Source: an optimization exercise on an open RTL-to-GDS flow (aim: a short achievable clock period and few clock cycles per item). Production flows keep margins and buffers that such runs may drop.
Only simulation tests tie the RTL to the original design; equivalence was not proved.
Power figures rest on the tool's default switching activity, not on a simulated workload.

### design.v
package dma_pkg;
  localparam int W_D           = 32;
  localparam int W_EXT_A       = 32;   
  localparam int ADDR_OFFSET   = 2;    
  localparam int W_WA          = W_EXT_A - ADDR_OFFSET;   
  localparam int W_BLEN        = 9;    
  localparam int CMD_FIFO_AW  = 2;
  localparam int CMD_SLOTS    = 1 << CMD_FIFO_AW;
  localparam int CMD_MARGIN   = 4;     
  localparam int W_OWED       = 14;
  localparam int W_QCMD       = W_WA + 1 + W_EXT_A + 1;   
  localparam int RD_BUF       = 8;     
  localparam int WR_BUF       = 4;     
  typedef logic [W_D-1:0]      data_t;
  typedef logic [W_EXT_A-1:0]  ext_addr_t;
  typedef logic [W_EXT_A:0]    word_count_t;
  typedef logic [W_BLEN-1:0]   blen_t;
  typedef logic [W_WA-1:0]     waddr_t;
  typedef logic [W_OWED-1:0]   owed_t;
  typedef struct packed {
    ext_addr_t   ext_addr;
    logic        read_enable;    
    logic        write_enable;   
    word_count_t word_size;      
  } dma_cmd_t;
  typedef struct packed {
    ext_addr_t addr;
    logic      read_enable;
    logic      write_enable;
    blen_t     word_size;
  } ext_burst_t;
  typedef struct packed {
    waddr_t      waddr;
    logic        to_bram;
    word_count_t words;
  } qcmd_t;
endpackage
module cmd_fifo
(
  input  logic     CLK0,
  input  logic     RST0,
  input  logic     req_valid,
  input  dma_pkg::dma_cmd_t req_cmd,
  output logic     req_ready,
  input  logic     deq,
  output dma_pkg::qcmd_t dout,
  output logic     empty,
  output logic     busy         
);
  typedef logic [dma_pkg::CMD_FIFO_AW-1:0] ptr_t;
  typedef logic [dma_pkg::CMD_FIFO_AW:0]   cnt_t;
  logic              in_v;
  dma_pkg::dma_cmd_t in_cmd;
  logic              in_ok;      
  dma_pkg::qcmd_t    in_q;
  logic [dma_pkg::W_QCMD-1:0] mem [0:dma_pkg::CMD_SLOTS-1];
  ptr_t  head;
  ptr_t  tail;
  cnt_t  used;
  logic  do_enq;
  logic  do_deq;
  always_ff @(posedge CLK0) begin
    if (RST0) begin
      in_v  <= 1'b0;
      in_ok <= 1'b0;
    end else begin
      in_v  <= req_valid;
      in_ok <= req_valid && (req_cmd.word_size != '0) &&
               (req_cmd.read_enable || req_cmd.write_enable);
    end
    in_cmd <= req_cmd;
  end
  assign in_q  = {in_cmd.ext_addr[dma_pkg::W_EXT_A-1:dma_pkg::ADDR_OFFSET],
                  in_cmd.write_enable, in_cmd.word_size};
  assign do_enq = in_ok;
  assign do_deq = deq && !empty;
  always_ff @(posedge CLK0) begin
    if (do_enq) begin
      mem[tail] <= in_q;
    end
  end
  assign dout  = mem[head];
  assign empty = (used == '0);
  always_ff @(posedge CLK0) begin
    if (RST0) begin
      head      <= '0;
      tail      <= '0;
      used      <= '0;
      req_ready <= 1'b0;
    end else begin
      if (do_deq) head <= head + 1'b1;
      if (do_enq) tail <= tail + 1'b1;
      used <= used + cnt_t'(do_enq) - cnt_t'(do_deq);
      req_ready <= (used <= cnt_t'(dma_pkg::CMD_SLOTS - dma_pkg::CMD_MARGIN));
    end
  end
  assign busy = in_v || !empty;
endmodule
module burst_planner
(
  input  logic            CLK0,
  input  logic            RST0,
  input  dma_pkg::qcmd_t  cmd,
  input  logic            cmd_empty,
  output logic            cmd_deq,
  input  logic            hold,         
  input  logic            nb_free,      
  output logic            nb_load,
  output dma_pkg::waddr_t nb_addr,
  output dma_pkg::blen_t  nb_len,
  output logic            nb_to_bram,
  output logic            busy
);
  logic                 act;        
  logic                 phase;      
  logic                 to_bram;
  dma_pkg::blen_t       len_q;
  logic                 last_q;     
  logic [9:0]           al_q;       
  logic [dma_pkg::W_WA-11:0] ah_q;  
  logic                 a_cy;       
  logic [dma_pkg::W_BLEN-1:0] rl_q;           
  logic [dma_pkg::W_EXT_A-dma_pkg::W_BLEN:0] rh_q;   
  logic                 r_bw;       
  logic [10:0]          al_sum;
  logic [9:0]           rl_dif;
  dma_pkg::blen_t       cap_q;      
  dma_pkg::blen_t       rem_q;      
  dma_pkg::blen_t       rem_ld;
  logic                 big;        
  logic                 fits;       
  logic                 load;
  assign rem_ld = dma_pkg::blen_t'({1'b0, ~cmd.waddr[7:0]}) + 1'b1;
  assign big    = (rh_q[dma_pkg::W_EXT_A-dma_pkg::W_BLEN:1] != '0) || (rh_q[0] && !r_bw);
  assign fits   = !big && (rl_q <= cap_q);
  assign al_sum = {1'b0, al_q} + 11'(len_q);
  assign rl_dif = {1'b0, rl_q} - 10'(len_q);
  assign nb_load    = act && phase && nb_free;
  assign nb_addr    = {ah_q, al_q};
  assign nb_len     = len_q;
  assign nb_to_bram = to_bram;
  assign load    = !cmd_empty && (!act || (nb_load && last_q));
  assign cmd_deq = load;
  assign busy    = act;
  always_ff @(posedge CLK0) begin
    if (RST0) begin
      act   <= 1'b0;
      phase <= 1'b0;
    end else begin
      if (load) begin
        act   <= 1'b1;
        phase <= 1'b0;
      end else if (act && !phase) begin
        if (!hold) phase <= 1'b1;
      end else if (nb_load) begin
        phase <= 1'b0;
        if (last_q) act <= 1'b0;
      end
    end
  end
  always_ff @(posedge CLK0) begin
    if (load) begin
      al_q    <= cmd.waddr[9:0];
      ah_q    <= cmd.waddr[dma_pkg::W_WA-1:10];
      a_cy    <= 1'b0;
      rl_q    <= cmd.words[dma_pkg::W_BLEN-1:0];
      rh_q    <= cmd.words[dma_pkg::W_EXT_A:dma_pkg::W_BLEN];
      r_bw    <= 1'b0;
      to_bram <= cmd.to_bram;
      rem_q   <= rem_ld;
      cap_q   <= (cmd.waddr[9:8] == 2'b11) ? rem_ld : dma_pkg::blen_t'(256);
    end else if (nb_load) begin
      {a_cy, al_q} <= al_sum;
      {r_bw, rl_q} <= rl_dif;
      if (al_q[9:8] == 2'b11) rem_q <= dma_pkg::blen_t'(256);
      cap_q <= (al_q[9:8] == 2'b10) ? rem_q : dma_pkg::blen_t'(256);
    end else if (act && !phase) begin
      ah_q <= ah_q + a_cy;
      a_cy <= 1'b0;
      rh_q <= rh_q - r_bw;
      r_bw <= 1'b0;
    end
    if (act && !phase) begin
      len_q  <= fits ? rl_q : cap_q;
      last_q <= fits;
    end
  end
endmodule
module sr_fifo #(
  parameter int W = 32,
  parameter int D = 4
) (
  input  logic         CLK0,
  input  logic         RST0,
  input  logic         push,       
  input  logic [W-1:0] din,
  input  logic         pop,        
  output logic [W-1:0] head,
  output logic [D-1:0] fill,       
  output logic [D-1:0] fill_nx,    
  output logic         none        
);
  logic [W-1:0] e [0:D-1];
  logic [D:0]   f;
  assign f = {1'b0, fill};
  always_comb begin
    fill_nx = fill;
    if (push && !pop) fill_nx = {fill[D-2:0], 1'b1};
    if (pop && !push) fill_nx = f[D:1];
  end
  always_ff @(posedge CLK0) begin
    if (RST0) begin
      fill <= '0;
      none <= 1'b1;
    end else begin
      fill <= fill_nx;
      none <= !fill_nx[0];
    end
  end
  for (genvar i = 0; i < D; i++) begin : g_e
    always_ff @(posedge CLK0) begin
      if (pop) begin
        if (i + 1 < D && f[i+1]) e[i] <= e[(i + 1 < D) ? i + 1 : i];
        else                     e[i] <= din;
      end else if (!f[i]) begin
        e[i] <= din;
      end
    end
  end
  assign head = e[0];
endmodule
module owed_count
(
  input  logic           CLK0,
  input  logic           RST0,
  input  dma_pkg::blen_t credit,
  input  dma_pkg::owed_t credit_m1,   
  input  logic           move,
  output logic           nz,        
  output logic           nz_nx,     
  output logic           high       
);
  dma_pkg::owed_t cnt;
  dma_pkg::owed_t sum0;
  dma_pkg::owed_t sum1;
  assign sum0 = cnt + dma_pkg::owed_t'(credit);
  assign sum1 = cnt + credit_m1;
  assign high = (cnt[dma_pkg::W_OWED-1:12] != 0);   
  assign nz_nx = move ? (sum0[dma_pkg::W_OWED-1:1] != '0) : (sum0 != '0);
  always_ff @(posedge CLK0) begin
    if (RST0) begin
      cnt <= '0;
      nz  <= 1'b0;
    end else begin
      cnt <= move ? sum1 : sum0;
      nz  <= nz_nx;
    end
  end
endmodule
module stream_mover
(
  input  logic       CLK0,
  input  logic       RST0,
  input  dma_pkg::blen_t credit_rd,
  input  dma_pkg::blen_t credit_wr,
  input  dma_pkg::owed_t credit_rd_m1,
  input  dma_pkg::owed_t credit_wr_m1,
  output logic       hold,
  output logic       busy,
  input  dma_pkg::data_t      ext_read_data,
  input  logic       ext_read_empty,
  output logic       ext_read_deq,
  output dma_pkg::data_t      ext_write_data,
  output logic       ext_write_enq,
  input  logic       ext_write_almost_full,
  input  dma_pkg::data_t      core_read_data,
  input  logic       core_read_empty,
  output logic       core_read_enable,
  output dma_pkg::data_t      core_write_data,
  output logic       core_write_enable,
  input  logic       core_write_almost_full
);
  localparam int DR = dma_pkg::RD_BUF;
  localparam int DW = dma_pkg::WR_BUF;
  logic          rd_nz;
  logic          rd_nz_nx;
  logic          rd_high;
  logic          rd_okn;     
  logic          rd_none;
  logic [DR-1:0] rd_fill;
  logic [DR-1:0] rd_fill_nx;
  assign ext_read_deq      = !(rd_okn || ext_read_empty);
  assign core_write_enable = !(rd_none || core_write_almost_full);
  owed_count u_rd_owed (
    .CLK0   (CLK0),
    .RST0   (RST0),
    .credit (credit_rd),
    .credit_m1 (credit_rd_m1),
    .move   (ext_read_deq),
    .nz     (rd_nz),
    .nz_nx  (rd_nz_nx),
    .high   (rd_high)
  );
  sr_fifo #(.W(dma_pkg::W_D), .D(DR)) u_rd_buf (
    .CLK0    (CLK0),
    .RST0    (RST0),
    .push    (ext_read_deq),
    .din     (ext_read_data),
    .pop     (core_write_enable),
    .head    (core_write_data),
    .fill    (rd_fill),
    .fill_nx (rd_fill_nx),
    .none    (rd_none)
  );
  logic          wr_nz;
  logic          wr_nz_nx;
  logic          wr_high;
  logic          wr_okn;
  logic          wr_none;
  logic          wr_pend;    
  logic          af_q;
  logic [DW-1:0] wr_fill;
  logic [DW-1:0] wr_fill_nx;
  assign core_read_enable = !(wr_okn || core_read_empty);
  assign ext_write_enq    = !(wr_none || (ext_write_almost_full && af_q));
  owed_count u_wr_owed (
    .CLK0   (CLK0),
    .RST0   (RST0),
    .credit (credit_wr),
    .credit_m1 (credit_wr_m1),
    .move   (core_read_enable),
    .nz     (wr_nz),
    .nz_nx  (wr_nz_nx),
    .high   (wr_high)
  );
  sr_fifo #(.W(dma_pkg::W_D), .D(DW)) u_wr_buf (
    .CLK0    (CLK0),
    .RST0    (RST0),
    .push    (wr_pend),
    .din     (core_read_data),
    .pop     (ext_write_enq),
    .head    (ext_write_data),
    .fill    (wr_fill),
    .fill_nx (wr_fill_nx),
    .none    (wr_none)
  );
  logic rd_room;
  logic wr_room;
  assign rd_room = !rd_fill_nx[DR-1];
  assign wr_room = core_read_enable ? !wr_fill_nx[DW-2] : !wr_fill_nx[DW-1];
  always_ff @(posedge CLK0) begin
    if (RST0) begin
      rd_okn  <= 1'b1;
      wr_okn  <= 1'b1;
      wr_pend <= 1'b0;
      af_q    <= 1'b0;
    end else begin
      rd_okn  <= !(rd_room && rd_nz_nx);
      wr_okn  <= !(wr_room && wr_nz_nx);
      wr_pend <= core_read_enable;
      af_q    <= ext_write_almost_full;
    end
  end
  assign hold = rd_high || wr_high;
  assign busy = rd_nz || wr_nz || wr_pend || rd_fill[0] || wr_fill[0];
endmodule
module dma_ctrl
(
  input  logic            CLK0,
  input  logic            RST0,
  input  logic            nb_load,
  input  dma_pkg::waddr_t nb_addr,
  input  dma_pkg::blen_t  nb_len,
  input  logic            nb_to_bram,
  output logic            nb_free,
  output dma_pkg::ext_burst_t ext_burst,
  input  logic            ext_ready,
  output dma_pkg::blen_t  credit_rd,    
  output dma_pkg::blen_t  credit_wr,    
  output dma_pkg::owed_t  credit_rd_m1,  
  output dma_pkg::owed_t  credit_wr_m1,
  output logic            busy
);
  logic            sv;
  dma_pkg::waddr_t s_addr;
  dma_pkg::blen_t  s_len;
  logic            s_to_bram;
  logic            o_rd;
  logic            o_wr;
  dma_pkg::waddr_t o_addr;
  dma_pkg::blen_t  o_len;
  logic            o_free;
  dma_pkg::owed_t  o_len_m1;
  logic            s_take;
  assign o_free  = !(o_rd || o_wr) || ext_ready;
  assign s_take  = sv && o_free;
  assign nb_free = !sv;   
  assign o_len_m1 = dma_pkg::owed_t'(o_len) - 1'b1;
  assign ext_burst = {o_addr, {dma_pkg::ADDR_OFFSET{1'b0}}, o_rd, o_wr, o_len};
  always_ff @(posedge CLK0) begin
    if (RST0) begin
      sv        <= 1'b0;
      o_rd      <= 1'b0;
      o_wr      <= 1'b0;
      credit_rd <= '0;
      credit_wr <= '0;
      credit_rd_m1 <= '1;
      credit_wr_m1 <= '1;
    end else begin
      if (nb_load) sv <= 1'b1;
      else if (s_take) sv <= 1'b0;
      if (s_take) begin
        o_rd <= s_to_bram;
        o_wr <= !s_to_bram;
      end else if (ext_ready) begin
        o_rd <= 1'b0;
        o_wr <= 1'b0;
      end
      credit_rd <= (o_rd && ext_ready) ? o_len : '0;
      credit_wr <= (o_wr && ext_ready) ? o_len : '0;
      credit_rd_m1 <= (o_rd && ext_ready) ? o_len_m1 : '1;
      credit_wr_m1 <= (o_wr && ext_ready) ? o_len_m1 : '1;
    end
  end
  always_ff @(posedge CLK0) begin
    if (nb_load) begin
      s_addr    <= nb_addr;
      s_len     <= nb_len;
      s_to_bram <= nb_to_bram;
    end
    if (s_take) begin
      o_addr <= s_addr;
      o_len  <= s_len;
    end
  end
  assign busy = sv || o_rd || o_wr || (credit_rd != '0) || (credit_wr != '0);
endmodule
module dma_stream_top
(
  input  logic       CLK0,
  input  logic       RST0,
  input  dma_pkg::dma_cmd_t   req_cmd,
  input  logic       req_valid,
  output logic       req_ready,
  output logic       req_busy,
  output dma_pkg::ext_burst_t ext_burst,
  input  logic       ext_ready,
  input  dma_pkg::data_t      ext_read_data,
  input  logic       ext_read_empty,
  output logic       ext_read_deq,
  output dma_pkg::data_t      ext_write_data,
  output logic       ext_write_enq,
  input  logic       ext_write_almost_full,
  input  dma_pkg::data_t      core_read_data,
  input  logic       core_read_empty,
  output logic       core_read_enable,
  output dma_pkg::data_t      core_write_data,
  output logic       core_write_enable,
  input  logic       core_write_almost_full
);
  dma_pkg::qcmd_t  head_cmd;
  logic            cmd_empty;
  logic            cmd_deq;
  logic            hold;
  logic            nb_free;
  logic            nb_load;
  dma_pkg::waddr_t nb_addr;
  dma_pkg::blen_t  nb_len;
  logic            nb_to_bram;
  dma_pkg::blen_t  credit_rd;
  dma_pkg::blen_t  credit_wr;
  dma_pkg::owed_t  credit_rd_m1;
  dma_pkg::owed_t  credit_wr_m1;
  logic            busy_q;
  logic            busy_p;
  logic            busy_c;
  logic            busy_m;
  cmd_fifo u_cmd_fifo (
    .CLK0      (CLK0),
    .RST0      (RST0),
    .req_valid (req_valid),
    .req_cmd   (req_cmd),
    .req_ready (req_ready),
    .deq       (cmd_deq),
    .dout      (head_cmd),
    .empty     (cmd_empty),
    .busy      (busy_q)
  );
  burst_planner u_burst_planner (
    .CLK0       (CLK0),
    .RST0       (RST0),
    .cmd        (head_cmd),
    .cmd_empty  (cmd_empty),
    .cmd_deq    (cmd_deq),
    .hold       (hold),
    .nb_free    (nb_free),
    .nb_load    (nb_load),
    .nb_addr    (nb_addr),
    .nb_len     (nb_len),
    .nb_to_bram (nb_to_bram),
    .busy       (busy_p)
  );
  dma_ctrl u_dma_ctrl (
    .CLK0       (CLK0),
    .RST0       (RST0),
    .nb_load    (nb_load),
    .nb_addr    (nb_addr),
    .nb_len     (nb_len),
    .nb_to_bram (nb_to_bram),
    .nb_free    (nb_free),
    .ext_burst  (ext_burst),
    .ext_ready  (ext_ready),
    .credit_rd  (credit_rd),
    .credit_wr  (credit_wr),
    .credit_rd_m1 (credit_rd_m1),
    .credit_wr_m1 (credit_wr_m1),
    .busy       (busy_c)
  );
  stream_mover u_stream_mover (
    .CLK0                   (CLK0),
    .RST0                   (RST0),
    .credit_rd              (credit_rd),
    .credit_wr              (credit_wr),
    .credit_rd_m1           (credit_rd_m1),
    .credit_wr_m1           (credit_wr_m1),
    .hold                   (hold),
    .busy                   (busy_m),
    .ext_read_data          (ext_read_data),
    .ext_read_empty         (ext_read_empty),
    .ext_read_deq           (ext_read_deq),
    .ext_write_data         (ext_write_data),
    .ext_write_enq          (ext_write_enq),
    .ext_write_almost_full  (ext_write_almost_full),
    .core_read_data         (core_read_data),
    .core_read_empty        (core_read_empty),
    .core_read_enable       (core_read_enable),
    .core_write_data        (core_write_data),
    .core_write_enable      (core_write_enable),
    .core_write_almost_full (core_write_almost_full)
  );
  always_ff @(posedge CLK0) begin
    if (RST0) req_busy <= 1'b0;
    else      req_busy <= busy_q || busy_p || busy_c || busy_m;
  end
endmodule
### run.sh
#!/bin/bash
# synth_recipe.tcl (not shown) runs the flow's synth.tcl, then flattens the netlist and writes it again
# the make line also repeats each setting of config.mk as NAME=value (left out here)
make -C /OpenROAD-flow-scripts/flow DESIGN_CONFIG=/design/flow/config.mk WORK_HOME=/design/flow/orfs CLKGATE_MAP_FILE= SYNTH_SCRIPT=/design/flow/synth_recipe.tcl finish
### config.mk
export PLATFORM = sky130hd
export DESIGN_NAME = dma_stream_top
export DESIGN_NICKNAME = dma_stream_top
export VERILOG_FILES = /design/flow/design.v
export SDC_FILE = /design/flow/constraint.sdc
export NUM_CORES = 4
export LEC_CHECK = 0
export ABC_CLOCK_PERIOD_IN_PS = 2000
export CAP_MARGIN = 20
export CORE_MARGIN = 2
export CORE_UTILIZATION = 50
export SETUP_SLACK_MARGIN = 3.3
export SLEW_MARGIN = 20
### constraint.sdc
create_clock -name core_clock -period 5.5 [get_ports {CLK0}]
set_input_delay 1.1000 -clock core_clock [delete_from_list [all_inputs] [get_ports {CLK0}]]
set_output_delay 1.1000 -clock core_clock [all_outputs]
set_load 0.01 [all_outputs]
==> flow_summary.rst, run 1 <==
.. list-table::
   :header-rows: 1

   * - Metric
     - Value
   * - # nets final
     - 3777
   * - Post-place setup slack
     - 1.69 ns
   * - Total detailed-routing wirelength
     - 95.8 mm
   * - Slack of the critical path
     - 2.79 ns
   * - Bufs on Longest Clock Path
     - 3
   * - Finish-stage setup viols
     - 0
   * - Slew at the pin closest to its max-slew limit
     - 1.04 ns
   * - Critical Path Slowest Stage Cell
     - sky130_fd_sc_hd__or2_4
   * - DIE AREA
     - 78900 um^2
   * - WP data arrival
     - 1.61 ns
   * - Flip-flop cell with the highest count after synthesis
     - sky130_fd_sc_hd__edfxtp_1
   * - Reported leakage power
     - 18.1 nW
   * - Post-CTS clock slew at the launch and capture registers of the worst setup and hold paths
     - 0.06 ns
   * - Top-Level Pins
     - 252
   * - Number of warnings reported in the yosys synthesis log
     - 10
   * - Data required time at the worst endpoint
     - 4.40 ns
   * - Setup CP Type
     - in -> out
   * - DIE HEIGHT
     - 281 um
   * - Overflow left after global routing
     - 0
   * - Commonest non-fill, non-tap cells in the layout
     - sky130_fd_sc_hd__nor2_1, sky130_fd_sc_hd__edfxtp_1, sky130_fd_sc_hd__dfxtp_1, sky130_fd_sc_hd__o22ai_1, sky130_fd_sc_hd__nand2_1
   * - Clock tree from TritonCTS
     - done
   * - Max-slew violations
     - 0
   * - Main area contributors after synthesis
     - sky130_fd_sc_hd__edfxtp_1, sky130_fd_sc_hd__dfxtp_1, sky130_fd_sc_hd__nor2_1
   * - Gpl congestion
     - 0.858
   * - Std-Cell Rows
     - 101
   * - Element type at the critical path start
     - primary input
   * - Post-DP HPWL
     - 54.5 mm
   * - Cell area power density
     - 479 nW/um^2
   * - Number of synthesized flops with an enable pin
     - 491
   * - Path category of the worst min-delay check
     - reg -> reg
   * - Global Route Usage Sum
     - 23.4%
   * - Clock tree root buffer cell
     - sky130_fd_sc_hd__clkbuf_16
   * - Element type at the critical path end
     - primary output
   * - Post-synthesis cell area
     - 38300 um^2
   * - Worst Clk Skew
     - 0.0381 ns
   * - Async set-or-reset flop fraction in the synthesized netlist
     - 0%
   * - Maximum number of pins on one net before global-route repair
     - 85
   * - Layout overhead on the synthesized area
     - 25.0%
   * - Number of nets still failing antenna checks after routing
     - 0
   * - Cells along the critical path
     - buf_8 -> or2_4 -> clkinv_8 -> buf_8
   * - DRC violation count after routing
     - 0
   * - Cell type with the highest aggregate area in the netlist
     - sky130_fd_sc_hd__edfxtp_1
   * - Total iterations of the first detailed-routing run
     - 5
   * - Total core area
     - 75900 um^2
   * - Rel. slew slack
     - 30.7%
   * - Instance area at placement
     - 42100 um^2
   * - Max H-tree Level
     - 3
   * - Final period utilization
     - 49.3%
   * - Final Hold Slack
     - 0.418 ns
   * - Avg Synthesized Cell Area
     - 12.1 um^2
   * - DR WL/cell
     - 20.5 um
   * - Skew-Pair Late Insertion Delay
     - 0.67 ns
   * - Die extent in x
     - 281 um
   * - Initial detailed-routing violation count
     - 1593
   * - Max-cap violation count
     - 0
   * - Initial cell density of the core
     - 50.5%
   * - Result of the run
     - finished clean
   * - Maximum clock frequency
     - 0.369 GHz
   * - Number of failing hold endpoints at the final stage
     - 0
   * - Most common cell after layout, fill and taps aside
     - sky130_fd_sc_hd__nor2_1
   * - Share of layout cells above drive strength 1
     - 24.9%
   * - Distinct cell type count of the synthesized netlist
     - 67
   * - Critical-path maximum fanout
     - 2
   * - Number of antenna violations at the first check in global routing
     - 2
   * - Post-route cell area
     - 47900 um^2
   * - Total CTS buffers
     - 101
   * - Post-Syn Instances
     - 3172
   * - Count of hold buffers inserted by post-cts repair
     - 0
   * - Post-synthesis register bit count
     - 981
   * - First-pass GRT wire length
     - 144 mm
   * - Via total after detailed routing
     - 25.9k
   * - Final critical-path required period
     - 2.71 ns
   * - Share of Yosys cell area claimed by the top area cell type
     - 38.5%
   * - Total negative slack for setup checks
     - 0 ns
   * - RSZ-0062 raised after global routing
     - true
   * - Post-route core utilization
     - 63.1%
   * - Maximum vdd drop
     - 0.318 mV
   * - Proportion of synthesized chip area in sequential cells
     - 64.1%
   * - Via count of the first global-routing pass
     - 25.9k
   * - Average vias per placed instance
     - 5.55
   * - Reg2reg setup slack
     - 2.88 ns
   * - Cell occurring most often along the worst timing path
     - sky130_fd_sc_hd__buf_8
   * - Peak per-stage delay on the critical path
     - 0.26 ns
   * - Number of clock sinks
     - 981
   * - Count of port buffers added during placement
     - 247
[worst max-delay path, delay by kind of cell]
family	cells	cell delay, ns
simple gates	1	0.26
buf+inv	3	0.25
[per-layer routing]
| layer | share of wire (%) | track usage [%] | vias up |
|---|---|---|---|
| li1 | - | - | 12300 |
| met1 | 42 | 29.6 | 12800 |
| met2 | 51 | 41.6 | 675 |
| met3 | 4.5 | 3.36 | 168 |
| met4 | 2.6 | 7.09 | 0 |
| met5 | 0 | 0 | - |
[area by class of cell]
class	instances	area (um^2)
antenna	3	7.51
clock buffer	141	2850
clock inverter	51	674
fill	5752	28100
inverter	73	335
multi-input combinational	1942	14200
sequential	981	24600
tap	1030	1290
timing repair buffer	437	3880
timing repair inverter	7	56.3
[Yosys cell counts, types with 5 or more instances]
cell type	count
sky130_fd_sc_hd__and3_1	12
sky130_fd_sc_hd__mux2i_1	6
sky130_fd_sc_hd__nand2b_1	11
sky130_fd_sc_hd__or3_1	14
sky130_fd_sc_hd__nor4_1	26
sky130_fd_sc_hd__o211ai_1	8
sky130_fd_sc_hd__xor2_1	47
sky130_fd_sc_hd__nor2b_1	15
sky130_fd_sc_hd__nand3_1	32
sky130_fd_sc_hd__buf_2	6
sky130_fd_sc_hd__o22ai_1	257
sky130_fd_sc_hd__nor3_1	38
sky130_fd_sc_hd__inv_1	72
sky130_fd_sc_hd__o21bai_1	5
sky130_fd_sc_hd__mux4_2	64
sky130_fd_sc_hd__nand2_1	171
sky130_fd_sc_hd__fa_1	7
sky130_fd_sc_hd__clkbuf_1	135
sky130_fd_sc_hd__a21boi_0	5
sky130_fd_sc_hd__o31ai_1	8
sky130_fd_sc_hd__nor4b_1	6
sky130_fd_sc_hd__o21ai_0	81
sky130_fd_sc_hd__a211oi_1	18
sky130_fd_sc_hd__mux2_2	136
sky130_fd_sc_hd__o21a_1	14
sky130_fd_sc_hd__dfxtp_1	490
sky130_fd_sc_hd__a22o_1	7
sky130_fd_sc_hd__ha_1	88
sky130_fd_sc_hd__xnor2_1	50
sky130_fd_sc_hd__nor3b_1	8
sky130_fd_sc_hd__edfxtp_1	491
sky130_fd_sc_hd__nand4_1	14
sky130_fd_sc_hd__a21o_1	17
sky130_fd_sc_hd__and2_1	28
sky130_fd_sc_hd__a21oi_1	73
sky130_fd_sc_hd__or2_2	8
sky130_fd_sc_hd__a31oi_1	10
sky130_fd_sc_hd__buf_1	33
sky130_fd_sc_hd__nor2_1	615
[where the power goes]
group	internal [W]	switching, W	total, W
Clock	0.00421	0.00288	0.00710
Sequential	0.00889	0.000680	0.00957
Combinational	0.00298	0.00332	0.00630
Total	0.0161	0.00688	0.0230
[worst paths after layout]
kind                                           start                                  to  cells after the start
setup / recovery              core_write_almost_full                   core_write_enable                      4
hold / removal         u_dma_ctrl.s_len[2]$_DFFE_PP_       u_dma_ctrl.o_len[2]$_DFFE_PP_                      0
setup reg to reg  u_burst_planner.rh_q[18]$_DFFE_PP_  u_burst_planner.len_q[0]$_DFFE_PP_                      6
hold reg to reg        u_dma_ctrl.s_len[2]$_DFFE_PP_       u_dma_ctrl.o_len[2]$_DFFE_PP_                      0
[what timing repair did]
| action | in CTS | in global routing |
|---|---|---|
| pin swaps | 75 | 100 |
| setup buffers | 93 | 55 |
| endpoints found under the hold margin | 0 | 0 |
| gates cloned | 8 | 9 |
| gates resized for setup | 660 | 159 |
| endpoints found under the setup margin | 876 | 352 |
[state kept, by name (all words and copies together), names as in the netlist, 10 cells and up, named ones only]
name and cells:
u_stream_mover.u_wr_owed.cnt 14, u_dma_ctrl.credit_wr_m1 10, u_stream_mover.u_rd_owed.cnt 14, u_dma_ctrl.o_addr 30, u_burst_planner.al_q 10, u_dma_ctrl.credit_rd_m1 10
u_cmd_fifo.in_cmd 64, u_cmd_fifo.mem 256, u_stream_mover.u_wr_buf.e 128, u_burst_planner.ah_q 20, u_stream_mover.u_rd_buf.e 256, u_burst_planner.rh_q 24
u_dma_ctrl.s_addr 30
[logic make-up (layout without fill, tap and decap cells)]
kind of cell	after synthesis	count (layout)	synth area share (%)
AO/OA/AOI/OAI	527	527	8.58
XOR/XNOR	97	97	2.22
adder cells (fa/ha/maj)	95	95	3.24
buffers and inverters	251	709	2.52
flip-flops	981	981	64.1
multiplexers	206	206	7.92
other	1	5	0.00979
AND/OR/NAND/NOR	1014	1015	11.4
[stage by stage]
step / instances / total power (W)
2_1_floorplan: 3173 / 0.0129
3_3_place_gp: 4305 / 0.0142
3_5_place_dp: 4305 / 0.0143
4_1_cts: 4598 / 0.0222
5_1_grt: 4664 / 0.0240
6_report: 4665 / 0.0230
Testbench counts, summed over its fixed seeds: cycles 17,374, words 25,338.
==> inputs of run 2 (changes only) <==
--- a/design.v
+++ b/design.v
@@ -129,3 +129,3 @@
   dma_pkg::blen_t       rem_ld;
-  logic                 big;        
+  logic                 big_q;      
   logic                 fits;       
@@ -133,4 +133,3 @@
   assign rem_ld = dma_pkg::blen_t'({1'b0, ~cmd.waddr[7:0]}) + 1'b1;
-  assign big    = (rh_q[dma_pkg::W_EXT_A-dma_pkg::W_BLEN:1] != '0) || (rh_q[0] && !r_bw);
-  assign fits   = !big && (rl_q <= cap_q);
+  assign fits   = !big_q && (rl_q <= cap_q);
   assign al_sum = {1'b0, al_q} + 11'(len_q);
@@ -168,2 +167,3 @@
       r_bw    <= 1'b0;
+      big_q   <= (cmd.words[dma_pkg::W_EXT_A:dma_pkg::W_BLEN] != '0);
       to_bram <= cmd.to_bram;
@@ -174,2 +174,3 @@
       {r_bw, rl_q} <= rl_dif;
+      big_q <= (rh_q[dma_pkg::W_EXT_A-dma_pkg::W_BLEN:1] != '0) || (rh_q[0] && !rl_dif[9]);
       if (al_q[9:8] == 2'b11) rem_q <= dma_pkg::blen_t'(256);
@@ -188,2 +189,19 @@
 endmodule
+module fc_nor
+(
+  input  logic a,
+  input  logic b,
+  output logic y
+);
+  assign y = !(a || b);
+endmodule
+module fc_aoi
+(
+  input  logic a1,
+  input  logic a2,
+  input  logic b,
+  output logic y
+);
+  assign y = !((a1 && a2) || b);
+endmodule
 module sr_fifo #(
@@ -291,4 +309,4 @@
   logic [DR-1:0] rd_fill_nx;
-  assign ext_read_deq      = !(rd_okn || ext_read_empty);
-  assign core_write_enable = !(rd_none || core_write_almost_full);
+  fc_nor u_deq_gate (.a(rd_okn),  .b(ext_read_empty),         .y(ext_read_deq));
+  fc_nor u_cwe_gate (.a(rd_none), .b(core_write_almost_full), .y(core_write_enable));
   owed_count u_rd_owed (
@@ -323,4 +341,4 @@
   logic [DW-1:0] wr_fill_nx;
-  assign core_read_enable = !(wr_okn || core_read_empty);
-  assign ext_write_enq    = !(wr_none || (ext_write_almost_full && af_q));
+  fc_nor u_cre_gate (.a(wr_okn), .b(core_read_empty), .y(core_read_enable));
+  fc_aoi u_enq_gate (.a1(ext_write_almost_full), .a2(af_q), .b(wr_none), .y(ext_write_enq));
   owed_count u_wr_owed (
--- a/config.mk
+++ b/config.mk
@@ -7,3 +7,3 @@
 export LEC_CHECK = 0
-export ABC_CLOCK_PERIOD_IN_PS = 2000
+export ABC_CLOCK_PERIOD_IN_PS = 1500
 export CAP_MARGIN = 20
@@ -13 +13,3 @@
 export SLEW_MARGIN = 20
+export SYNTH_HIERARCHICAL = 1
+export SYNTH_MINIMUM_KEEP_SIZE = 0
==> run 2 against run 1 <==
Worst setup slack gained 0.061 ns. Via count shrank 4.6%. Routed wire length shrank 5.1%. Non-clock buffer count shrank 55. Largest cell class unchanged. Synthesized cell count shrank 5.4%. Core utilization shrank 2.4 points.
==> flow_summary.rst, run 2 <==
.. list-table::
   :header-rows: 1

   * - Metric
     - Value
   * - Total detailed-routing wirelength
     - 90.9 mm
   * - DIE HEIGHT
     - 292 um
   * - Clock tree root buffer cell
     - sky130_fd_sc_hd__clkbuf_16
   * - Post-DP HPWL
     - 55.9 mm
   * - Total iterations of the first detailed-routing run
     - 5
   * - Reg2reg setup slack
     - 2.89 ns
   * - Avg Synthesized Cell Area
     - 13.8 um^2
   * - DIE AREA
     - 85300 um^2
   * - Worst Clk Skew
     - 0.0522 ns
   * - Critical Path Slowest Stage Cell
     - sky130_fd_sc_hd__a21oi_4
   * - Std-Cell Rows
     - 105
   * - Bufs on Longest Clock Path
     - 3
   * - Post-route cell area
     - 49800 um^2
   * - Critical-path maximum fanout
     - 2
   * - First-pass GRT wire length
     - 141 mm
   * - Number of filler instances in the final layout
     - 6299
   * - Result of the run
     - finished clean
   * - Worst Hold Path EP
     - u_dma_ctrl.o_addr[26]$_DFFE_PP_
   * - Most common cell after layout, fill and taps aside
     - sky130_fd_sc_hd__mux2i_1
   * - Final critical-path required period
     - 2.65 ns
   * - Clock Power Share
     - 28.6%
   * - Setup CP Type
     - in -> out
   * - Maximum clock frequency
     - 0.377 GHz
   * - Rel. slew slack
     - 33.5%
   * - DRC violation count after routing
     - 0
   * - Top-Level Pins
     - 252
   * - Maximum vdd drop
     - 0.366 mV
   * - Worst flop-to-flop path endpoint
     - u_burst_planner.cap_q[7]$_DFFE_PP_
   * - Clock tree from TritonCTS
     - done
   * - Slew at the pin closest to its max-slew limit
     - 0.998 ns
   * - Largest registers ranked by flip-flop count
     - u_cmd_fifo.mem: 256 flops, u_stream_mover.u_rd_buf.e: 256 flops, u_stream_mover.u_wr_buf.e: 128 flops
   * - Post-Syn Instances
     - 3000
   * - Peak per-stage delay on the critical path
     - 0.15 ns
   * - Maximum number of pins on one net before global-route repair
     - 67
   * - Logic pwr share
     - 29.5%
   * - Commonest non-fill, non-tap cells in the layout
     - sky130_fd_sc_hd__mux2i_1, sky130_fd_sc_hd__edfxtp_1, sky130_fd_sc_hd__dfxtp_1, sky130_fd_sc_hd__clkdlybuf4s50_1, sky130_fd_sc_hd__mux2_2
   * - Element type at the critical path end
     - primary output
   * - Overflow left after global routing
     - 0
   * - Int Pwr
     - 0.0169 W
   * - Finish-stage setup viols
     - 0
   * - Post-synthesis cell area
     - 41500 um^2
   * - Number of nets still failing antenna checks after routing
     - 0
   * - Number of clock sinks
     - 982
   * - Switching power
     - 0.00763 W
   * - Skew-Pair Late Insertion Delay
     - 0.69 ns
   * - Count of hold buffers inserted by post-cts repair
     - 0
   * - Hold Path Cell Cnt
     - 0
   * - Gpl congestion
     - 0.848
   * - Initial detailed-routing violation count
     - 1222
   * - Path category of the worst min-delay check
     - reg -> reg
   * - Post-CTS clock slew at the launch and capture registers of the worst setup and hold paths
     - 0.06 ns
   * - Share of layout cells above drive strength 1
     - 23.9%
   * - DR WL/cell
     - 20.3 um
   * - WP data arrival
     - 1.55 ns
   * - Number of antenna violations at the first check in global routing
     - 3
   * - RSZ-0062 raised after global routing
     - true
   * - Length in cells of the worst reg-to-reg path
     - 7
   * - Number of failing hold endpoints at the final stage
     - 0
   * - Max-slew violations
     - 0
   * - Final period utilization
     - 48.2%
   * - Instance area at placement
     - 44700 um^2
   * - Data required time at the worst endpoint
     - 4.40 ns
   * - Average vias per placed instance
     - 5.52
   * - Sw Share
     - 31.1%
   * - Count of port buffers added during placement
     - 247
   * - Max-cap violation count
     - 0
   * - Initial cell density of the core
     - 50.6%
   * - Reported leakage power
     - 17.8 nW
   * - # nets final
     - 3546
   * - Layout overhead on the synthesized area
     - 20.0%
   * - Via count of the first global-routing pass
     - 25.4k
   * - Via total after detailed routing
     - 24.7k
   * - Element type at the critical path start
     - primary input
   * - Number of warnings reported in the yosys synthesis log
     - 16
   * - Hold Path Origin
     - u_dma_ctrl.s_addr[26]$_DFFE_PP_
   * - Cell area power density
     - 492 nW/um^2
   * - Total core area
     - 82100 um^2
   * - Max H-tree Level
     - 3
   * - Die extent in x
     - 292 um
   * - Total CTS buffers
     - 103
   * - Total negative slack for setup checks
     - 0 ns
   * - Cells along the critical path
     - buf_8 -> a21oi_4 -> buf_12 -> buf_6
   * - Flop pwr share
     - 41.9%
   * - Global Route Usage Sum
     - 20.9%
==> run 2: power groups by stage <==
| stage | combinational, W | sequential, W | clock, W |
|---|---|---|---|
| floorplan | 0.00488 | 0.0101 | 0 |
| global placement | 0.00597 | 0.0105 | 0 |
| detailed placement | 0.00614 | 0.0105 | 0 |
| CTS | 0.00676 | 0.0103 | 0.00718 |
| global route | 0.00792 | 0.0104 | 0.00748 |
| finish | 0.00723 | 0.0103 | 0.00701 |
==> run 2: area by class of cell <==
| class | count | area, um^2 | area share, % |
|---|---|---|---|
| multi-input combinational | 1764 | 16500 | 33.2 |
| timing repair inverter | 2 | 17.5 | 0.0352 |
| antenna | 1 | 2.50 | 0.00502 |
| inverter | 82 | 329 | 0.660 |
| tap | 1070 | 1340 | 2.69 |
| timing repair buffer | 382 | 3450 | 6.92 |
| sequential | 982 | 24600 | 49.4 |
| clock buffer | 148 | 2960 | 5.94 |
| clock inverter | 46 | 562 | 1.13 |
==> run 2: how the worst max path moves through the flow <==
stage,endpoint,slack (ns),from,cells after the start
floorplan,u_burst_planner.cap_q[7]$_DFFE_PP_,2.92,flip-flop,8
global placement,ext_write_enq,1.73,ext_write_almost_full,4
detailed placement,u_stream_mover.u_rd_buf.e[4][14]$_DFF_P_,1.67,core_write_almost_full,5
CTS,ext_write_enq,2.83,ext_write_almost_full,4
global route,u_burst_planner.cap_q[7]$_DFFE_PP_,2.81,flip-flop,7
finish,ext_write_enq,2.85,ext_write_almost_full,4
==> run 2: routing by layer <==
| layer | global-route usage, % | part of all wire [%] | up-vias |
|---|---|---|---|
| met5 | 0 | 0.028 | - |
| met3 | 3.40 | 4.0 | 143 |
| met1 | 26.7 | 44 | 12300 |
| li1 | - | - | 11800 |
| met4 | 6.39 | 2.6 | 4 |
| met2 | 36.4 | 50 | 461 |
==> run 2: worst max-delay path, delay by kind of cell <==
family                 cells  cell delay, ns
buffers and inverters      3            0.31
AOI/OAI and AO/OA          1            0.15
==> run 2: timing repair <==
action,CTS,global route
setup buffers,60,40
gates resized for setup,618,136
pin swaps,35,64
endpoints found under the hold margin,0,0
cloned,6,2
setup endpoints to repair,819,294
==> run 2: stage by stage <==
stage / setup slack (ns) / hold WS [ns] / total power, W / utilization, % / std cells
after floorplan: 2.92 / 0.400 / 0.0150 / - / 3001
after global placement: 1.73 / 0.403 / 0.0164 / 54.4 / 4174
after detailed placement: 1.67 / 0.405 / 0.0167 / 54.4 / 4174
after CTS: 2.83 / 0.419 / 0.0242 / 59.5 / 4434
after global routing: 2.81 / 0.422 / 0.0258 / 60.7 / 4476
final: 2.85 / 0.417 / 0.0245 / 60.7 / 4477
Testbench counts of run 2, summed over its fixed seeds: cycles 17,374, words 25,338.
==> inputs of run 3 (changes only) <==
--- a/config.mk
+++ b/config.mk
@@ -7,3 +7,3 @@
 export LEC_CHECK = 0
-export ABC_CLOCK_PERIOD_IN_PS = 1500
+export ABC_CLOCK_PERIOD_IN_PS = 1000
 export CAP_MARGIN = 20
@@ -13,3 +13 @@
 export SLEW_MARGIN = 20
-export SYNTH_HIERARCHICAL = 1
-export SYNTH_MINIMUM_KEEP_SIZE = 0
==> run 3 against run 2 <==
Clock skew fell by 0.033 ns. Combinational power fell by about 20%. Core utilization rose by 2.1 points. Highest routed layer unchanged.
==> flow_summary.rst, run 3 <==
.. list-table::
   :header-rows: 1

   * - Metric
     - Value
   * - Result of the run
     - finished clean
   * - Post-synthesis cell area
     - 38400 um^2
   * - Via count of the first global-routing pass
     - 25.7k
   * - Critical-path maximum fanout
     - 2
   * - Overflow left after global routing
     - 0
   * - WP data arrival
     - 1.64 ns
   * - Main area contributors after synthesis
     - sky130_fd_sc_hd__edfxtp_1, sky130_fd_sc_hd__dfxtp_1, sky130_fd_sc_hd__nor2_1
   * - # nets final
     - 3767
   * - DIE HEIGHT
     - 281 um
   * - Number of filler instances in the final layout
     - 5765
   * - Max-slew violations
     - 0
   * - Post-CTS clock slew at the launch and capture registers of the worst setup and hold paths
     - 0.06 ns
   * - Maximum clock frequency
     - 0.365 GHz
   * - Layout overhead on the synthesized area
     - 24.1%
   * - Footprint of the flip-flops and latches
     - 24600 um^2
   * - Slew at the pin closest to its max-slew limit
     - 0.843 ns
   * - Total detailed-routing wirelength
     - 93.3 mm
   * - Post-Syn Instances
     - 3187
   * - Proportion of synthesized chip area in sequential cells
     - 64.0%
   * - Count of hold buffers inserted by post-cts repair
     - 0
   * - Avg Synthesized Cell Area
     - 12.0 um^2
   * - Post-synthesis register bit count
     - 982
   * - RSZ-0062 raised after global routing
     - true
   * - Max H-tree Level
     - 3
   * - Element type at the critical path end
     - primary output
   * - Total CTS buffers
     - 101
   * - Element type at the critical path start
     - primary input
   * - Commonest non-fill, non-tap cells in the layout
     - sky130_fd_sc_hd__nor2_1, sky130_fd_sc_hd__edfxtp_1, sky130_fd_sc_hd__dfxtp_1, sky130_fd_sc_hd__o22ai_1, sky130_fd_sc_hd__nand2_1
   * - Total chip power
     - 0.0223 W
   * - Reported leakage power
     - 18.0 nW
   * - Top-Level Pins
     - 252
   * - Rel. slew slack
     - 43.6%
   * - Most common cell after layout, fill and taps aside
     - sky130_fd_sc_hd__nor2_1
   * - Area of the multi-input gates
     - 14300 um^2
   * - Setup CP Type
     - in -> out
   * - First-pass GRT wire length
     - 143 mm
   * - Share of layout cells above drive strength 1
     - 24.2%
   * - Post-route cell area
     - 47600 um^2
   * - Antenna fix cells
     - 0
   * - Post-DP HPWL
     - 55.4 mm
   * - Maximum number of pins on one net before global-route repair
     - 68
   * - DR WL/cell
     - 20.1 um
   * - Worst Clk Skew
     - 0.0193 ns
   * - Total core area
     - 75900 um^2
   * - Data required time at the worst endpoint
     - 4.40 ns
   * - Bufs on Longest Clock Path
     - 3
   * - Number of clock sinks
     - 982
   * - Non-filler instance count after layout
     - 4652
   * - Flip-flop cell with the highest count after synthesis
     - sky130_fd_sc_hd__edfxtp_1
   * - Cell types with the highest counts after synthesis
     - sky130_fd_sc_hd__nor2_1, sky130_fd_sc_hd__edfxtp_1, sky130_fd_sc_hd__dfxtp_1
   * - Number of failing hold endpoints at the final stage
     - 0
   * - Number of warnings reported in the yosys synthesis log
     - 10
   * - Share of Yosys cell area claimed by the top area cell type
     - 38.5%
   * - Total iterations of the first detailed-routing run
     - 5
   * - Final period utilization
     - 49.8%
   * - Cell area power density
     - 469 nW/um^2
   * - Clock tree root buffer cell
     - sky130_fd_sc_hd__clkbuf_16
   * - Cell type with the highest aggregate area in the netlist
     - sky130_fd_sc_hd__edfxtp_1
   * - Clock tree from TritonCTS
     - done
   * - Post-route core utilization
     - 62.7%
   * - DIE AREA
     - 79000 um^2
   * - Initial cell density of the core
     - 50.5%
   * - DRC violation count after routing
     - 0
   * - Count of port buffers added during placement
     - 247
   * - Finish-stage setup viols
     - 0
   * - Std-Cell Rows
     - 101
   * - Skew-Pair Late Insertion Delay
     - 0.65 ns
   * - Global Route Usage Sum
     - 23.2%
   * - Distinct cell type count of the synthesized netlist
     - 69
   * - Number of antenna violations at the first check in global routing
     - 3
   * - Path category of the worst min-delay check
     - reg -> reg
   * - Average vias per placed instance
     - 5.51
   * - Instance area at placement
     - 42100 um^2
   * - Largest registers ranked by flip-flop count
     - u_cmd_fifo.mem: 256 flops, u_stream_mover.u_rd_buf.e: 256 flops, u_stream_mover.u_wr_buf.e: 128 flops
   * - Die extent in x
     - 281 um
   * - Total negative slack for setup checks
     - 0 ns
   * - Async set-or-reset flop fraction in the synthesized netlist
     - 0%
   * - Max-cap violation count
     - 0
   * - Via total after detailed routing
     - 25.6k
   * - Maximum vdd drop
     - 0.338 mV
   * - Initial detailed-routing violation count
     - 1519
   * - Number of synthesized flops with an enable pin
     - 492
   * - Count leader, synth
     - sky130_fd_sc_hd__nor2_1
   * - Number of placed instances, taps included
     - 4321
   * - Gpl congestion
     - 0.859
   * - Number of nets still failing antenna checks after routing
     - 0
   * - Final critical-path required period
     - 2.74 ns
run 3: worst max-delay path, stage by stage:
cell                    delay, ns
sky130_fd_sc_hd__buf_8       0.11
sky130_fd_sc_hd__or2_4       0.26
sky130_fd_sc_hd__inv_8       0.06
sky130_fd_sc_hd__buf_6       0.10
run 3: area by class of cell:
cell class | instances | share of cell area, %
Clock inverter | 48 | 1.15
Multi-Input combinational cell | 1965 | 30.0
Sequential cell | 982 | 51.7
Clock buffer | 143 | 6.20
Tap cell | 1030 | 2.70
Timing Repair inverter | 4 | 0.0709
Timing Repair Buffer | 414 | 7.52
Inverter | 66 | 0.643
run 3: timing repair:
item / in CTS / in global routing
gates resized for setup: 651 / 150
gates cloned: 9 / 3
pin swaps: 57 / 88
setup buffers: 82 / 46
endpoints found under the setup margin: 804 / 394
run 3: cell families after synthesis:
logic type               after synthesis  share of synthesized area [%]
AO/OA/AOI/OAI                        533                           8.59
XOR/XNOR                             105                           2.40
adder cells (fa/ha/maj)               94                           3.20
buffers and inverters                246                           2.47
flip-flops                           982                           64.0
multiplexers                         206                           7.90
other                                  1                        0.00977
AND/OR/NAND/NOR                     1020                           11.4
run 3: stage by stage:
step / hold WS, ns / worst slack (ns)
2_1_floorplan: 0.400 / 2.75
3_3_place_gp: 0.402 / 1.58
3_5_place_dp: 0.405 / 1.57
4_1_cts: 0.417 / 2.74
5_1_grt: 0.423 / 2.72
6_report: 0.416 / 2.76
run 3: report_power, final:
group / leakage, nW / switching (W) / internal [W]
clock network: 1.73 / 0.00284 / 0.00419
registers: 8.72 / 0.000654 / 0.00888
logic: 7.56 / 0.00314 / 0.00262
total: 18.0 / 0.00664 / 0.0157
run 3: routing by layer:
layer,wire [um],track usage [%],part of all wire (%)
met1,38900,29.2,42
met2,47600,41.3,51
met3,4440,3.19,4.8
met4,2400,7.08,2.6
met5,18,0,0.019
run 3: worst paths after layout:
check | from | endpoint | slack, ns | depth (start not counted)
setup / recovery | ext_read_empty | ext_read_deq | 2.76 | 4
hold reg to reg | u_dma_ctrl.s_addr[21]$_DFFE_PP_ | u_dma_ctrl.o_addr[21]$_DFFE_PP_ | 0.42 | 0
hold / removal | u_dma_ctrl.s_addr[21]$_DFFE_PP_ | u_dma_ctrl.o_addr[21]$_DFFE_PP_ | 0.42 | 0
setup reg to reg | u_stream_mover.u_rd_owed.cnt[0]$_SDFF_PP0_ | u_stream_mover.u_rd_owed.nz$_SDFF_PP0_ | 2.83 | 9
==> inputs of run 4 (changes only) <==
--- a/design.v
+++ b/design.v
@@ -6,7 +6,5 @@
   localparam int W_BLEN        = 9;    
-  localparam int CMD_FIFO_AW  = 2;
-  localparam int CMD_SLOTS    = 1 << CMD_FIFO_AW;
-  localparam int CMD_MARGIN   = 4;     
+  localparam int CMD_SLOTS    = 4;
   localparam int W_OWED       = 14;
-  localparam int W_QCMD       = W_WA + 1 + W_EXT_A + 1;   
+  localparam int W_QCMD       = W_WA + 1 + W_EXT_A + 1 + 1 + 2 * W_BLEN;   
   localparam int RD_BUF       = 8;     
@@ -35,2 +33,5 @@
     word_count_t words;
+    logic        big;        
+    blen_t       rem;        
+    blen_t       cap;        
   } qcmd_t;
@@ -44,3 +45,3 @@
   output logic     req_ready,
-  input  logic     deq,
+  input  logic     deq,         
   output dma_pkg::qcmd_t dout,
@@ -49,14 +50,11 @@
 );
-  typedef logic [dma_pkg::CMD_FIFO_AW-1:0] ptr_t;
-  typedef logic [dma_pkg::CMD_FIFO_AW:0]   cnt_t;
+  localparam int D = dma_pkg::CMD_SLOTS;
   logic              in_v;
-  dma_pkg::dma_cmd_t in_cmd;
   logic              in_ok;      
+  dma_pkg::dma_cmd_t in_cmd;
   dma_pkg::qcmd_t    in_q;
-  logic [dma_pkg::W_QCMD-1:0] mem [0:dma_pkg::CMD_SLOTS-1];
-  ptr_t  head;
-  ptr_t  tail;
-  cnt_t  used;
-  logic  do_enq;
-  logic  do_deq;
+  dma_pkg::blen_t    in_rem;
+  logic [D-1:0]      fill;
+  logic [D-1:0]      fill_nx;
+  logic              none;
   always_ff @(posedge CLK0) begin
@@ -72,27 +70,26 @@
   end
-  assign in_q  = {in_cmd.ext_addr[dma_pkg::W_EXT_A-1:dma_pkg::ADDR_OFFSET],
-                  in_cmd.write_enable, in_cmd.word_size};
-  assign do_enq = in_ok;
-  assign do_deq = deq && !empty;
-  always_ff @(posedge CLK0) begin
-    if (do_enq) begin
-      mem[tail] <= in_q;
-    end
-  end
-  assign dout  = mem[head];
-  assign empty = (used == '0);
+  assign in_rem = dma_pkg::blen_t'({1'b0, ~in_cmd.ext_addr[9:2]}) + 1'b1;
+  assign in_q   = {in_cmd.ext_addr[dma_pkg::W_EXT_A-1:dma_pkg::ADDR_OFFSET],
+                   in_cmd.write_enable,
+                   in_cmd.word_size,
+                   (in_cmd.word_size[dma_pkg::W_EXT_A:dma_pkg::W_BLEN] != '0),
+                   in_rem,
+                   (in_cmd.ext_addr[11:10] == 2'b11) ? in_rem : dma_pkg::blen_t'(256)};
+  sr_fifo #(.W(dma_pkg::W_QCMD), .D(D)) u_q (
+    .CLK0    (CLK0),
+    .RST0    (RST0),
+    .push    (in_ok),
+    .din     (in_q),
+    .pop     (deq),
+    .head    (dout),
+    .fill    (fill),
+    .fill_nx (fill_nx),
+    .none    (none)
+  );
+  assign empty = none;
   always_ff @(posedge CLK0) begin
-    if (RST0) begin
-      head      <= '0;
-      tail      <= '0;
-      used      <= '0;
-      req_ready <= 1'b0;
-    end else begin
-      if (do_deq) head <= head + 1'b1;
-      if (do_enq) tail <= tail + 1'b1;
-      used <= used + cnt_t'(do_enq) - cnt_t'(do_deq);
-      req_ready <= (used <= cnt_t'(dma_pkg::CMD_SLOTS - dma_pkg::CMD_MARGIN));
-    end
+    if (RST0) req_ready <= 1'b0;
+    else      req_ready <= !fill_nx[D-3];
   end
-  assign busy = in_v || !empty;
+  assign busy = in_v || !none;
 endmodule
@@ -128,3 +125,2 @@
   dma_pkg::blen_t       rem_q;      
-  dma_pkg::blen_t       rem_ld;
   logic                 big_q;      
@@ -132,3 +128,2 @@
   logic                 load;
-  assign rem_ld = dma_pkg::blen_t'({1'b0, ~cmd.waddr[7:0]}) + 1'b1;
   assign fits   = !big_q && (rl_q <= cap_q);
@@ -167,6 +162,6 @@
       r_bw    <= 1'b0;
-      big_q   <= (cmd.words[dma_pkg::W_EXT_A:dma_pkg::W_BLEN] != '0);
+      big_q   <= cmd.big;
       to_bram <= cmd.to_bram;
-      rem_q   <= rem_ld;
-      cap_q   <= (cmd.waddr[9:8] == 2'b11) ? rem_ld : dma_pkg::blen_t'(256);
+      rem_q   <= cmd.rem;
+      cap_q   <= cmd.cap;
     end else if (nb_load) begin
@@ -309,4 +304,8 @@
   logic [DR-1:0] rd_fill_nx;
-  fc_nor u_deq_gate (.a(rd_okn),  .b(ext_read_empty),         .y(ext_read_deq));
-  fc_nor u_cwe_gate (.a(rd_none), .b(core_write_almost_full), .y(core_write_enable));
+  logic          rd_deq;     
+  logic          rd_cwe;
+  fc_nor u_deq_gate  (.a(rd_okn),  .b(ext_read_empty),         .y(ext_read_deq));
+  fc_nor u_deq_gate2 (.a(rd_okn),  .b(ext_read_empty),         .y(rd_deq));
+  fc_nor u_cwe_gate  (.a(rd_none), .b(core_write_almost_full), .y(core_write_enable));
+  fc_nor u_cwe_gate2 (.a(rd_none), .b(core_write_almost_full), .y(rd_cwe));
   owed_count u_rd_owed (
@@ -316,3 +315,3 @@
     .credit_m1 (credit_rd_m1),
-    .move   (ext_read_deq),
+    .move   (rd_deq),
     .nz     (rd_nz),
@@ -324,5 +323,5 @@
     .RST0    (RST0),
-    .push    (ext_read_deq),
+    .push    (rd_deq),
     .din     (ext_read_data),
-    .pop     (core_write_enable),
+    .pop     (rd_cwe),
     .head    (core_write_data),
@@ -341,4 +340,8 @@
   logic [DW-1:0] wr_fill_nx;
-  fc_nor u_cre_gate (.a(wr_okn), .b(core_read_empty), .y(core_read_enable));
-  fc_aoi u_enq_gate (.a1(ext_write_almost_full), .a2(af_q), .b(wr_none), .y(ext_write_enq));
+  logic          wr_cre;
+  logic          wr_enq;
+  fc_nor u_cre_gate  (.a(wr_okn), .b(core_read_empty), .y(core_read_enable));
+  fc_nor u_cre_gate2 (.a(wr_okn), .b(core_read_empty), .y(wr_cre));
+  fc_aoi u_enq_gate  (.a1(ext_write_almost_full), .a2(af_q), .b(wr_none), .y(ext_write_enq));
+  fc_aoi u_enq_gate2 (.a1(ext_write_almost_full), .a2(af_q), .b(wr_none), .y(wr_enq));
   owed_count u_wr_owed (
@@ -348,3 +351,3 @@
     .credit_m1 (credit_wr_m1),
-    .move   (core_read_enable),
+    .move   (wr_cre),
     .nz     (wr_nz),
@@ -358,3 +361,3 @@
     .din     (core_read_data),
-    .pop     (ext_write_enq),
+    .pop     (wr_enq),
     .head    (ext_write_data),
@@ -367,3 +370,3 @@
   assign rd_room = !rd_fill_nx[DR-1];
-  assign wr_room = core_read_enable ? !wr_fill_nx[DW-2] : !wr_fill_nx[DW-1];
+  assign wr_room = wr_cre ? !wr_fill_nx[DW-2] : !wr_fill_nx[DW-1];
   always_ff @(posedge CLK0) begin
@@ -377,3 +380,3 @@
       wr_okn  <= !(wr_room && wr_nz_nx);
-      wr_pend <= core_read_enable;
+      wr_pend <= wr_cre;
       af_q    <= ext_write_almost_full;
--- a/config.mk
+++ b/config.mk
@@ -7,3 +7,3 @@
 export LEC_CHECK = 0
-export ABC_CLOCK_PERIOD_IN_PS = 1000
+export ABC_CLOCK_PERIOD_IN_PS = 1500
 export CAP_MARGIN = 20
@@ -13 +13,3 @@
 export SLEW_MARGIN = 20
+export SYNTH_HIERARCHICAL = 1
+export SYNTH_MINIMUM_KEEP_SIZE = 0
==> run 4 against run 3 <==
Power increased by 11%. Critical path type unchanged. Clock power increased by 12%. Still clean on timing, DRC and antenna. Worst hold slack improved by 0.0016 ns. Sequential cell count up 72. Fmax up 8.3%. Combinational power rose by 6.2%. Routed wire length grew 17%.
==> flow_summary.rst, run 4 <==
.. list-table::
   :header-rows: 1

   * - Metric
     - Value
   * - Critical Path Slowest Stage Cell
     - sky130_fd_sc_hd__buf_6
   * - Final Hold Slack
     - 0.418 ns
   * - Max H-tree Level
     - 3
   * - Count of port buffers added during placement
     - 247
   * - WP data arrival
     - 1.43 ns
   * - Via count of the first global-routing pass
     - 29.9k
   * - Final critical-path required period
     - 2.53 ns
   * - Hold Path Cell Cnt
     - 0
   * - Gpl congestion
     - 0.819
   * - Total core area
     - 91900 um^2
   * - Largest register by flop count
     - u_cmd_fifo.u_q.e
   * - Total negative slack for setup checks
     - 0 ns
   * - Initial cell density of the core
     - 50.6%
   * - Overflow left after global routing
     - 0
   * - Number of clock sinks
     - 1054
   * - Worst reg2reg startpoint
     - u_burst_planner.rl_q[1]$_DFFE_PP_
   * - Element type at the critical path end
     - primary output
   * - Result of the run
     - finished clean
   * - First-pass GRT wire length
     - 167 mm
   * - Clock tree from TritonCTS
     - done
   * - Initial detailed-routing violation count
     - 1560
   * - RSZ-0062 raised after global routing
     - true
   * - Number of buffers and inverters on the critical path
     - 2
   * - Element type at the critical path start
     - primary input
   * - Data required time at the worst endpoint
     - 4.40 ns
   * - Number of warnings reported in the yosys synthesis log
     - 18
   * - Hold Path Origin
     - u_dma_ctrl.s_len[6]$_DFFE_PP_
   * - Maximum clock frequency
     - 0.396 GHz
   * - Skew-Pair Late Insertion Delay
     - 0.70 ns
   * - Number of nets still failing antenna checks after routing
     - 0
   * - Sw Share
     - 29.9%
   * - Reported leakage power
     - 20.1 nW
   * - Layout overhead on the synthesized area
     - 18.0%
   * - DIE AREA
     - 95500 um^2
   * - Worst Hold Path EP
     - u_dma_ctrl.o_len[6]$_DFFE_PP_
   * - Share of layout cells above drive strength 1
     - 22.7%
   * - Number of antenna violations at the first check in global routing
     - 2
   * - Switching power
     - 0.00743 W
   * - Reg2reg setup slack
     - 3.28 ns
   * - Path category of the worst min-delay check
     - reg -> reg
   * - Total detailed-routing wirelength
     - 109 mm
   * - Max-slew violations
     - 0
   * - DIE HEIGHT
     - 309 um
   * - Slew at the pin closest to its max-slew limit
     - 0.830 ns
   * - Post-Syn Instances
     - 3665
   * - DRC violation count after routing
     - 0
   * - Number of filler instances in the final layout
     - 7388
   * - Max-cap violation count
     - 0
   * - Final period utilization
     - 46.0%
   * - Worst flop-to-flop path endpoint
     - u_burst_planner.len_q[7]$_DFFE_PP_
   * - Top-Level Pins
     - 252
   * - Finish-stage setup viols
     - 0
   * - Global Route Usage Sum
     - 22.0%
   * - Average vias per placed instance
     - 5.50
   * - # nets final
     - 4151
   * - Worst Clk Skew
     - 0.0230 ns
   * - Post-CTS clock slew at the launch and capture registers of the worst setup and hold paths
     - 0.06 ns
   * - Worst path top cell family by delay
     - buffers and inverters
   * - DR WL/cell
     - 20.7 um
   * - Flop pwr share
     - 43.7%
   * - Std-Cell Rows
     - 111
   * - Post-DP HPWL
     - 65.5 mm
   * - Avg Synthesized Cell Area
     - 12.7 um^2
   * - Largest registers ranked by flip-flop count
     - u_cmd_fifo.u_q.e: 332 flops, u_stream_mover.u_rd_buf.e: 256 flops, u_stream_mover.u_wr_buf.e: 128 flops
   * - Number of flip-flops under the largest register name
     - 332
   * - Post-place setup slack
     - 1.56 ns
   * - Rel. slew slack
     - 44.4%
   * - Die extent in x
     - 309 um
   * - Length in cells of the worst reg-to-reg path
     - 7
   * - Critical-path maximum fanout
     - 3
   * - Count of hold buffers inserted by post-cts repair
     - 0
   * - Maximum vdd drop
     - 0.315 mV
   * - Setup CP Type
     - in -> out
   * - Commonest non-fill, non-tap cells in the layout
     - sky130_fd_sc_hd__mux2i_1, sky130_fd_sc_hd__dfxtp_1, sky130_fd_sc_hd__edfxtp_1, sky130_fd_sc_hd__mux2_2, sky130_fd_sc_hd__nand2_1
   * - Clock Power Share
     - 31.8%
   * - Clock tree root buffer cell
     - sky130_fd_sc_hd__clkbuf_16
   * - Cell area power density
     - 453 nW/um^2
   * - Int Pwr
     - 0.0175 W
   * - Post-synthesis cell area
     - 46500 um^2
   * - Cells along the critical path
     - buf_8 -> a21oi_4 -> buf_6
   * - Bufs on Longest Clock Path
     - 3
   * - Most common cell after layout, fill and taps aside
     - sky130_fd_sc_hd__mux2i_1
   * - Logic pwr share
     - 24.6%
   * - Via total after detailed routing
     - 29.0k
   * - Slack of the critical path
     - 2.97 ns
   * - Total CTS buffers
     - 113
   * - Peak per-stage delay on the critical path
     - 0.12 ns
   * - Non-filler instance count after layout
     - 5272
   * - Number of placed instances, taps included
     - 4962
   * - Total iterations of the first detailed-routing run
     - 5
   * - Antenna fix cells
     - 0
   * - Maximum number of pins on one net before global-route repair
     - 97
   * - Number of failing hold endpoints at the final stage
     - 0
## run 4: cell count changes in the layout (fill, tap and decap cells not counted), sizes merged, moves of 166 or more
cell	before	now
mux2i	6	1005
nor2	637	104
o22ai	259	0
dfxtp	490	735
edfxtp	492	319
mux2	136	302
## run 4: power by group through the flow
stage	Clock [W]	Combinational, W	Sequential [W]
after floorplan	0	0.00439	0.0107
after global placement	0	0.00545	0.0109
after detailed placement	0	0.00564	0.0110
after CTS	0.00809	0.00588	0.0109
after global routing	0.00840	0.00669	0.0110
final	0.00790	0.00612	0.0109
## run 4: what timing repair did
action,in CTS,in global routing
resized for setup,586,117
gates cloned,8,11
pin swaps,28,51
endpoints found under the setup margin,1073,574
buffers inserted,39,37
## run 4: layout make-up
| cell class | instances | area (um^2) | area share (%) |
|---|---|---|---|
| repair inverters | 3 | 28.8 | 0.0524 |
| well taps | 1243 | 1560 | 2.83 |
| inverters | 77 | 315 | 0.574 |
| clock inverters | 51 | 587 | 1.07 |
| flip-flops and latches | 1054 | 24300 | 44.3 |
| clock buffers | 164 | 3370 | 6.13 |
| multi-input cells | 2311 | 21400 | 38.9 |
| repair buffers | 369 | 3330 | 6.07 |
## run 4: worst reg2reg max path, cell delays in order, from the launching register on
cell and delay (ns):
sky130_fd_sc_hd__edfxtp_1 0.43, sky130_fd_sc_hd__ha_1 0.35, sky130_fd_sc_hd__nand3_4 0.09, sky130_fd_sc_hd__nor4_4 0.35, sky130_fd_sc_hd__a2111oi_4 0.06, sky130_fd_sc_hd__a32o_2 0.26
sky130_fd_sc_hd__buf_6 0.15, sky130_fd_sc_hd__mux2_4 0.29
## run 4: layer usage
| layer | up-vias | track usage, % | wire [um] |
|---|---|---|---|
| li1 | 14000 | - | - |
| met1 | 14300 | 28.1 | 48300 |
| met2 | 530 | 38.5 | 54000 |
| met3 | 177 | 3.68 | 4140 |
| met4 | 4 | 5.89 | 2640 |
| met5 | - | 0 | 34 |
## run 4: how the worst max path moves through the flow
stage,slack (ns),from,endpoint,depth (start not counted)
floorplan,2.79,ext_ready,u_dma_ctrl.o_addr[0]$_DFFE_PP_,2
global placement,1.64,ext_write_almost_full,u_stream_mover.u_wr_buf.e[3][2]$_DFF_P_,7
detailed placement,1.56,core_write_almost_full,u_stream_mover.u_rd_buf.e[6][31]$_DFF_P_,5
CTS,2.94,ext_write_almost_full,ext_write_enq,3
global route,2.96,ext_write_almost_full,ext_write_enq,3
finish,2.97,ext_write_almost_full,ext_write_enq,3
## run 4: through the flow
stage,cell area (um^2),power (W),utilization (%)
finish,54900,0.0249,59.7
global route,54900,0.0261,59.7
CTS,54000,0.0248,58.7
detailed placement,49600,0.0167,54.0
global placement,49600,0.0164,54.0
floorplan,46700,0.0150,-
Testbench counts of run 4, summed over its fixed seeds: cycles 17,374, words 25,338.

re-timing with driven ports:
Ports are ideal in the flow. The routed layouts listed here were re-timed in OpenROAD.
Step 1 sets driving cells, clkbuf_16 on the clock port and buf_2 on the other inputs (assumed; they add their load-dependent delay and slew).
Step 2 times the ports against the registers' clock, not the clock port: input delays grow and output delays shrink by t, the midpoint of the rising clock arrivals with the driver on.
a / b / c = ideal ports / drivers / drivers and shift; a / b = the first two.
run | t (ns) | setup WS [ns] | pins driven straight from the clock port
run 1 | 0.712 | 2.787 / 2.713 / 2.595 | 1
run 2 | 0.728 | 2.849 / 2.810 / 2.618 | 1
run 3 | 0.706 | 2.763 / 2.725 / 2.516 | 1
run 4 | 0.758 | 2.972 / 2.924 / 2.495 | 1
After both steps every run listed still meets setup and hold. For run 4, which loses most, drivers alone change the setup slack by -0.048 ns; drivers and shift together by -0.477 ns.
